This design comes from an exercise in tuning for small area on the open sky130 flow, not from production work.
RTL that was checked went through simulation tests only; none was proved equivalent to the original.

// ex_stage
module ex_stage (
  input  logic                             clk,
  input  logic                             rst_n,
  input  logic [3:0]                       alu_operator_i,
  input  logic [ex_pkg::xlen-1:0]          alu_operand_a_i,
  input  logic [ex_pkg::xlen-1:0]          alu_operand_b_i,
  input  logic [ex_pkg::xlen-1:0]          alu_operand_c_i,
  input  logic                             alu_en_i,
  input  logic [1:0]                       mult_operator_i,
  input  logic [ex_pkg::xlen-1:0]          mult_operand_a_i,
  input  logic [ex_pkg::xlen-1:0]          mult_operand_b_i,
  input  logic [ex_pkg::xlen-1:0]          mult_operand_c_i,
  input  logic                             mult_en_i,
  input  logic [ex_pkg::xlen-1:0]          mult_dot_op_a_i,
  input  logic [ex_pkg::xlen-1:0]          mult_dot_op_b_i,
  input  logic                             dot_spr_operand_i,
  input  logic                             lsu_en_i,
  input  logic [ex_pkg::xlen-1:0]          lsu_rdata_i,
  input  logic [rnn_pkg::tosprw_w-1:0]     lsu_tosprw_ex_i,
  input  logic [rnn_pkg::tospra_w-1:0]     lsu_tospra_ex_i,
  input  logic                             lsu_ready_ex_i,
  input  logic                             lsu_err_i,
  output logic                             compute_load_vliw_o,
  input  logic                             branch_in_ex_i,
  input  logic [ex_pkg::reg_addr_w-1:0]    regfile_alu_waddr_i,
  input  logic                             regfile_alu_we_i,
  input  logic                             regfile_we_i,
  input  logic [ex_pkg::reg_addr_w-1:0]    regfile_waddr_i,
  input  logic                             csr_access_i,
  input  logic [ex_pkg::xlen-1:0]          csr_rdata_i,
  output logic [ex_pkg::reg_addr_w-1:0]    regfile_waddr_wb_o,
  output logic                             regfile_we_wb_o,
  output logic [ex_pkg::xlen-1:0]          regfile_wdata_wb_o,
  output logic [ex_pkg::reg_addr_w-1:0]    regfile_alu_waddr_fw_o,
  output logic                             regfile_alu_we_fw_o,
  output logic [ex_pkg::xlen-1:0]          regfile_alu_wdata_fw_o,
  output logic [ex_pkg::xlen-1:0]          jump_target_o,
  output logic                             branch_decision_o,
  output logic                             ex_ready_o,
  output logic                             ex_valid_o,
  input  logic                             wb_ready_i
);
Settings: LEC_CHECK=0, CAP_MARGIN=20, CORE_MARGIN=2, CORE_UTILIZATION=40, SLEW_MARGIN=20, SYNTH_HIERARCHICAL=1, SYNTH_MINIMUM_KEEP_SIZE=0; clock period 22.0 ns.
standard.sh (not shown) runs the stock make flow with config.mk's settings and CLKGATE_MAP_FILE= SYNTH_SCRIPT=/design/flow/synth_recipe.tcl, a recipe that flattens the netlist after the stock synthesis.
==> flow/flow/run.sh <==
#!/bin/bash
# Standard ORFS layout, with the port buffers made from the smallest buffer
# cell instead of the cell buffer_ports picks by default. Each step's output
# goes to its own log in the work folder.
set -euo pipefail
bash standard.sh synth > synth.log 2>&1
bash standard.sh "BUFFER_PORTS_ARGS=-buffer_cell sky130_fd_sc_hd__buf_1" finish > layout.log 2>&1
The baseline finished clean.
==> next run, changes <==
- GPL_TIMING_DRIVEN: unset -> 0
=> The new run ran to the end with no violations. Count of clock-buffer cells in the layout does not change. Via count goes up by 4.6%. Global-route usage is higher by 3.9 points.
No run of this note included a check of the RTL's function; only the layout flow was run.

---

job 101:
Another version of the RTL of ex_stage (not shown whole).
For scale: ~3300 cells after synthesis, about 470 I/O pins.
Settings: LEC_CHECK=0, CAP_MARGIN=5, CORE_MARGIN=2, CORE_UTILIZATION=40, SLEW_MARGIN=5, SYNTH_HIERARCHICAL=1, SYNTH_MINIMUM_KEEP_SIZE=0; clock period 22.0 ns.
==> flow/flow/run.sh <==
#!/bin/bash
# Standard ORFS layout with these changes: the port buffers are the smallest
# buffer cell; clock tree synthesis adds no dummy loads, builds the tree from
# small clock buffers and uses larger sink clusters. Each step's output goes
# to its own log in the work folder.
set -euo pipefail
bash standard.sh synth > synth.log 2>&1
bash standard.sh "BUFFER_PORTS_ARGS=-buffer_cell sky130_fd_sc_hd__buf_1" \
  "CTS_ARGS=-sink_clustering_enable -repair_clock_nets -dont_use_dummy_load -buf_list {sky130_fd_sc_hd__clkbuf_4 sky130_fd_sc_hd__clkbuf_16} -sink_clustering_size 30 -sink_clustering_max_diameter 80" \
  finish > layout.log 2>&1
Input-level comparison between job 102 and job 101:
==> flow/flow/run.sh <==
#!/bin/bash
# Standard ORFS layout with two changes: the port buffers are the smallest
# buffer cell, and clock tree synthesis adds no dummy loads and builds the
# tree from small clock buffers. Each step's output goes to its own log in
# the work folder.
set -euo pipefail
bash standard.sh synth > synth.log 2>&1
bash standard.sh "BUFFER_PORTS_ARGS=-buffer_cell sky130_fd_sc_hd__buf_1" \
  "CTS_ARGS=-sink_clustering_enable -repair_clock_nets -dont_use_dummy_load -buf_list {sky130_fd_sc_hd__clkbuf_4 sky130_fd_sc_hd__clkbuf_8}" \
  finish > layout.log 2>&1
Job 102 finished every stage and its layout cleared the timing, design-rule and antenna checks. Relative to job 101, clock buffer count has increased by 27 in job 102. Job 101 and job 102 ended up with nearly the same ratio of routed vias to standard cells. Job 101 has lower cell count than job 102. Utilization ended up 0.21 points higher on job 102 than on job 101. From job 101 to job 102, number of cells on the critical path did not move at all. Reported for job 101 and job 102, number of max-slew violations in the final report turned out identical to the last digit. The wire length of the first global-routing pass of job 101 and that of job 102 are within noise of each other.
The inputs of job 103 differ from those of job 102 as listed below.
==> flow/flow/run.sh <==
#!/bin/bash
# Standard ORFS layout with these changes: the port buffers are the smallest
# buffer cell; clock tree synthesis adds no dummy loads and builds the tree
# from small clock buffers; after synthesis, the resizer may not use data
# buffers larger than buf_2. Each step's output goes to its own log in the
# work folder.
set -euo pipefail
bash standard.sh synth > synth.log 2>&1
DU="sky130_fd_sc_hd__probe_p_8 sky130_fd_sc_hd__probec_p_8 sky130_fd_sc_hd__lpflow_bleeder_1 sky130_fd_sc_hd__lpflow_clkbufkapwr_1 sky130_fd_sc_hd__lpflow_clkbufkapwr_16 sky130_fd_sc_hd__lpflow_clkbufkapwr_2 sky130_fd_sc_hd__lpflow_clkbufkapwr_4 sky130_fd_sc_hd__lpflow_clkbufkapwr_8 sky130_fd_sc_hd__lpflow_clkinvkapwr_1 sky130_fd_sc_hd__lpflow_clkinvkapwr_16 sky130_fd_sc_hd__lpflow_clkinvkapwr_2 sky130_fd_sc_hd__lpflow_clkinvkapwr_4 sky130_fd_sc_hd__lpflow_clkinvkapwr_8 sky130_fd_sc_hd__lpflow_decapkapwr_12 sky130_fd_sc_hd__lpflow_decapkapwr_3 sky130_fd_sc_hd__lpflow_decapkapwr_4 sky130_fd_sc_hd__lpflow_decapkapwr_6 sky130_fd_sc_hd__lpflow_decapkapwr_8 sky130_fd_sc_hd__lpflow_inputiso0n_1 sky130_fd_sc_hd__lpflow_inputiso0p_1 sky130_fd_sc_hd__lpflow_inputiso1n_1 sky130_fd_sc_hd__lpflow_inputiso1p_1 sky130_fd_sc_hd__lpflow_inputisolatch_1 sky130_fd_sc_hd__lpflow_isobufsrc_1 sky130_fd_sc_hd__lpflow_isobufsrc_16 sky130_fd_sc_hd__lpflow_isobufsrc_2 sky130_fd_sc_hd__lpflow_isobufsrc_4 sky130_fd_sc_hd__lpflow_isobufsrc_8 sky130_fd_sc_hd__lpflow_isobufsrckapwr_16 sky130_fd_sc_hd__lpflow_lsbuf_lh_hl_isowell_tap_1 sky130_fd_sc_hd__lpflow_lsbuf_lh_hl_isowell_tap_2 sky130_fd_sc_hd__lpflow_lsbuf_lh_hl_isowell_tap_4 sky130_fd_sc_hd__lpflow_lsbuf_lh_isowell_4 sky130_fd_sc_hd__lpflow_lsbuf_lh_isowell_tap_1 sky130_fd_sc_hd__lpflow_lsbuf_lh_isowell_tap_2 sky130_fd_sc_hd__lpflow_lsbuf_lh_isowell_tap_4"
bash standard.sh "BUFFER_PORTS_ARGS=-buffer_cell sky130_fd_sc_hd__buf_1" \
  "CTS_ARGS=-sink_clustering_enable -repair_clock_nets -dont_use_dummy_load -buf_list {sky130_fd_sc_hd__clkbuf_4 sky130_fd_sc_hd__clkbuf_8}" \
  "DONT_USE_CELLS=$DU sky130_fd_sc_hd__buf_4 sky130_fd_sc_hd__buf_6 sky130_fd_sc_hd__buf_8 sky130_fd_sc_hd__buf_12 sky130_fd_sc_hd__buf_16" \
  finish > layout.log 2>&1
- On clock period minus final worst setup slack: between job 102 and job 103, it ends up lower for job 102.
- Final worst setup slack in job 103 is 97 ps lower than in job 102
- Job 102 has a lower signed area change from the synthesized netlist to the final layout than job 103.
- Startpoint of the worst setup timing path: lsu_tosprw_ex_i[2] -> job 102, mult_operator_i[1] -> job 103
- First-pass GRT wire length: job 103 vs job 102 up 5.2 mm
- Status: ratio of routed vias to standard cells parity (job 103, job 102)
- From job 102 to job 103 the numbers moved as follows: met2 track demand over resource went up 3.1 points, sequential share of layout area went down 0.29 points.

---

Setup of run A:
Starting RTL as in the previous note.
## ex_stage
module ex_stage (
  input  logic                             clk,
  input  logic                             rst_n,
  input  logic [3:0]                       alu_operator_i,
  input  logic [ex_pkg::xlen-1:0]          alu_operand_a_i,
  input  logic [ex_pkg::xlen-1:0]          alu_operand_b_i,
  input  logic [ex_pkg::xlen-1:0]          alu_operand_c_i,
  input  logic                             alu_en_i,
  input  logic [1:0]                       mult_operator_i,
  input  logic [ex_pkg::xlen-1:0]          mult_operand_a_i,
  input  logic [ex_pkg::xlen-1:0]          mult_operand_b_i,
  input  logic [ex_pkg::xlen-1:0]          mult_operand_c_i,
  input  logic                             mult_en_i,
  input  logic [ex_pkg::xlen-1:0]          mult_dot_op_a_i,
  input  logic [ex_pkg::xlen-1:0]          mult_dot_op_b_i,
  input  logic                             dot_spr_operand_i,
  input  logic                             lsu_en_i,
  input  logic [ex_pkg::xlen-1:0]          lsu_rdata_i,
  input  logic [rnn_pkg::tosprw_w-1:0]     lsu_tosprw_ex_i,
  input  logic [rnn_pkg::tospra_w-1:0]     lsu_tospra_ex_i,
  input  logic                             lsu_ready_ex_i,
  input  logic                             lsu_err_i,
  output logic                             compute_load_vliw_o,
  input  logic                             branch_in_ex_i,
  input  logic [ex_pkg::reg_addr_w-1:0]    regfile_alu_waddr_i,
  input  logic                             regfile_alu_we_i,
  input  logic                             regfile_we_i,
  input  logic [ex_pkg::reg_addr_w-1:0]    regfile_waddr_i,
  ...
Settings: LEC_CHECK=0, CAP_MARGIN=5, CORE_MARGIN=2, CORE_UTILIZATION=40, SLEW_MARGIN=5, SYNTH_HIERARCHICAL=1, SYNTH_MINIMUM_KEEP_SIZE=0; clock period 22.0 ns.
==> flow/flow/run.sh <==
#!/bin/bash
# Standard ORFS layout, with the port buffers made from the smallest buffer
# cell instead of the cell buffer_ports picks by default. Each step's output
# goes to its own log in the work folder.
set -euo pipefail
bash standard.sh synth > synth.log 2>&1
bash standard.sh "BUFFER_PORTS_ARGS=-buffer_cell sky130_fd_sc_hd__buf_1" finish > layout.log 2>&1
> inputs changed (run A -> run B)
Settings: setting GPL_TIMING_DRIVEN to 0 for the first time.
==> flow/flow/run.sh <==
#!/bin/bash
# Standard ORFS layout with these changes: the port buffers are the smallest
# buffer cell; clock tree synthesis adds no dummy loads, builds the tree from
# small clock buffers and uses larger sink clusters. Each step's output goes
# to its own log in the work folder.
set -euo pipefail
bash standard.sh synth > synth.log 2>&1
bash standard.sh "BUFFER_PORTS_ARGS=-buffer_cell sky130_fd_sc_hd__buf_1" \
  "CTS_ARGS=-sink_clustering_enable -repair_clock_nets -dont_use_dummy_load -buf_list {sky130_fd_sc_hd__clkbuf_4 sky130_fd_sc_hd__clkbuf_8} -sink_clustering_size 16 -sink_clustering_max_diameter 80" \
  REMOVE_ABC_BUFFERS=1 finish > layout.log 2>&1
Notes after the runs:
- In run B the implementation ran to completion but is not tape-out ready, as the final checks report capacitance limit, slew limit.
- Run B against run A: cell area after layout fell by about 1.4%; overall track demand over capacity in global routing shows a reduction of 1.4 points.
- Run A vs run B, slowest stage cell on the critical path: and3_1 vs ha_2
Changes in run C relative to run B:
Settings: GPL_TIMING_DRIVEN removed (was 0); SLEW_MARGIN changed from 5 to 20; CAP_MARGIN changed from 5 to 20.
==> flow/flow/run.sh <==
#!/bin/bash
# Standard ORFS layout, with the port buffers made from the smallest buffer
# cell instead of the cell buffer_ports picks by default. Each step's output
# goes to its own log in the work folder.
set -euo pipefail
bash standard.sh synth > synth.log 2>&1
bash standard.sh "BUFFER_PORTS_ARGS=-buffer_cell sky130_fd_sc_hd__buf_1" finish > layout.log 2>&1
## What came out
- Run C completed; timing, DRC and antenna clean
- Going from run B to run C, shortest clock period the worst path allows after layout lower; relative area change from synthesis to final layout higher; final cell count higher; TritonCTS buffer count higher; pin count of the biggest net entering global routing higher.
Inputs modified between run C and run D:
Settings: CORE_UTILIZATION: 40 -> 50; CAP_MARGIN: 20 -> 5; SLEW_MARGIN: 20 -> 5.
==> flow/flow/run.sh <==
#!/bin/bash
# Standard ORFS layout with these changes: the port buffers are the smallest
# buffer cell; clock tree synthesis adds no dummy loads, builds the tree from
# small clock buffers and uses larger sink clusters. Each step's output goes
# to its own log in the work folder.
set -euo pipefail
bash standard.sh synth > synth.log 2>&1
bash standard.sh "BUFFER_PORTS_ARGS=-buffer_cell sky130_fd_sc_hd__buf_1" \
  "CTS_ARGS=-sink_clustering_enable -repair_clock_nets -dont_use_dummy_load -buf_list {sky130_fd_sc_hd__clkbuf_4 sky130_fd_sc_hd__clkbuf_8} -sink_clustering_size 16 -sink_clustering_max_diameter 80" \
  finish > layout.log 2>&1
Notes after the runs:
Delta (run D minus run C): worst hold slack +0.0080 ns, largest incremental delay on the critical path rose by 0.35 ns, number of antenna violations at the first check in global routing went down by 4.
Relative to run C, run D improves die area.
Run D: all stages complete, timing, DRC and antenna checks passed
Both conditions hold for run C: the flow ran to the end and the final layout passed the timing, design-rule and antenna checks.
Total stage count of the critical path on run D is down relative to run C.
Looking at clock buffer count in the final layout, run D sits 12 below run C.
Run D -> run C: quantity of hold-fixing buffers added after cts delta 0, exact match
The higher setup slack came out of run C.
Compared with run C, in run D met1 global-route usage +11 points; setup slack of the worst register-to-register path did not really move.

-- port drivers added, routing unchanged --
The results above use ideal ports. As a check the final layouts listed here were re-extracted and re-timed, cells and wires unchanged.
Step 1 assumes that a clkbuf_16 drives the clock port and a buf_2 every other input.
Step 2 times the ports against the registers' clock, not the clock port: input delays grow and output delays shrink by t, the midpoint of the rising clock arrivals with the driver on.
Slacks: ideal ports / drivers / drivers and shift; pairs: ideal ports / drivers.
run	shift t [ns]	slack for setup (ns)	worst register clock-pin slew, ns	worst data-port slew with drivers (ns)
the first run of note 1	0.570	0.265 / 0.244 / 0.244	0.06 / 0.06	0.19
the second run of note 1	0.577	0.201 / 0.165 / 0.165	0.06 / 0.06	0.12
job 101	0.533	1.015 / 0.989 / 0.989	0.11 / 0.11	0.12
job 102	0.623	1.002 / 0.977 / 0.977	0.07 / 0.07	0.14
job 103	0.614	0.905 / 0.883 / 0.883	0.07 / 0.07	0.13
run A	0.606	0.963 / 0.937 / 0.937	0.07 / 0.07	0.13
run B	0.522	0.250 / 0.227 / 0.227	0.11 / 0.11	0.25
run C	0.605	1.029 / 1.005 / 1.005	0.07 / 0.07	0.13
run D	0.589	0.928 / 0.901 / 0.901	0.12 / 0.12	0.11
The setup slack of the second run of note 1, which loses most, moves by -0.036 ns with the drivers and by -0.036 ns with both steps.
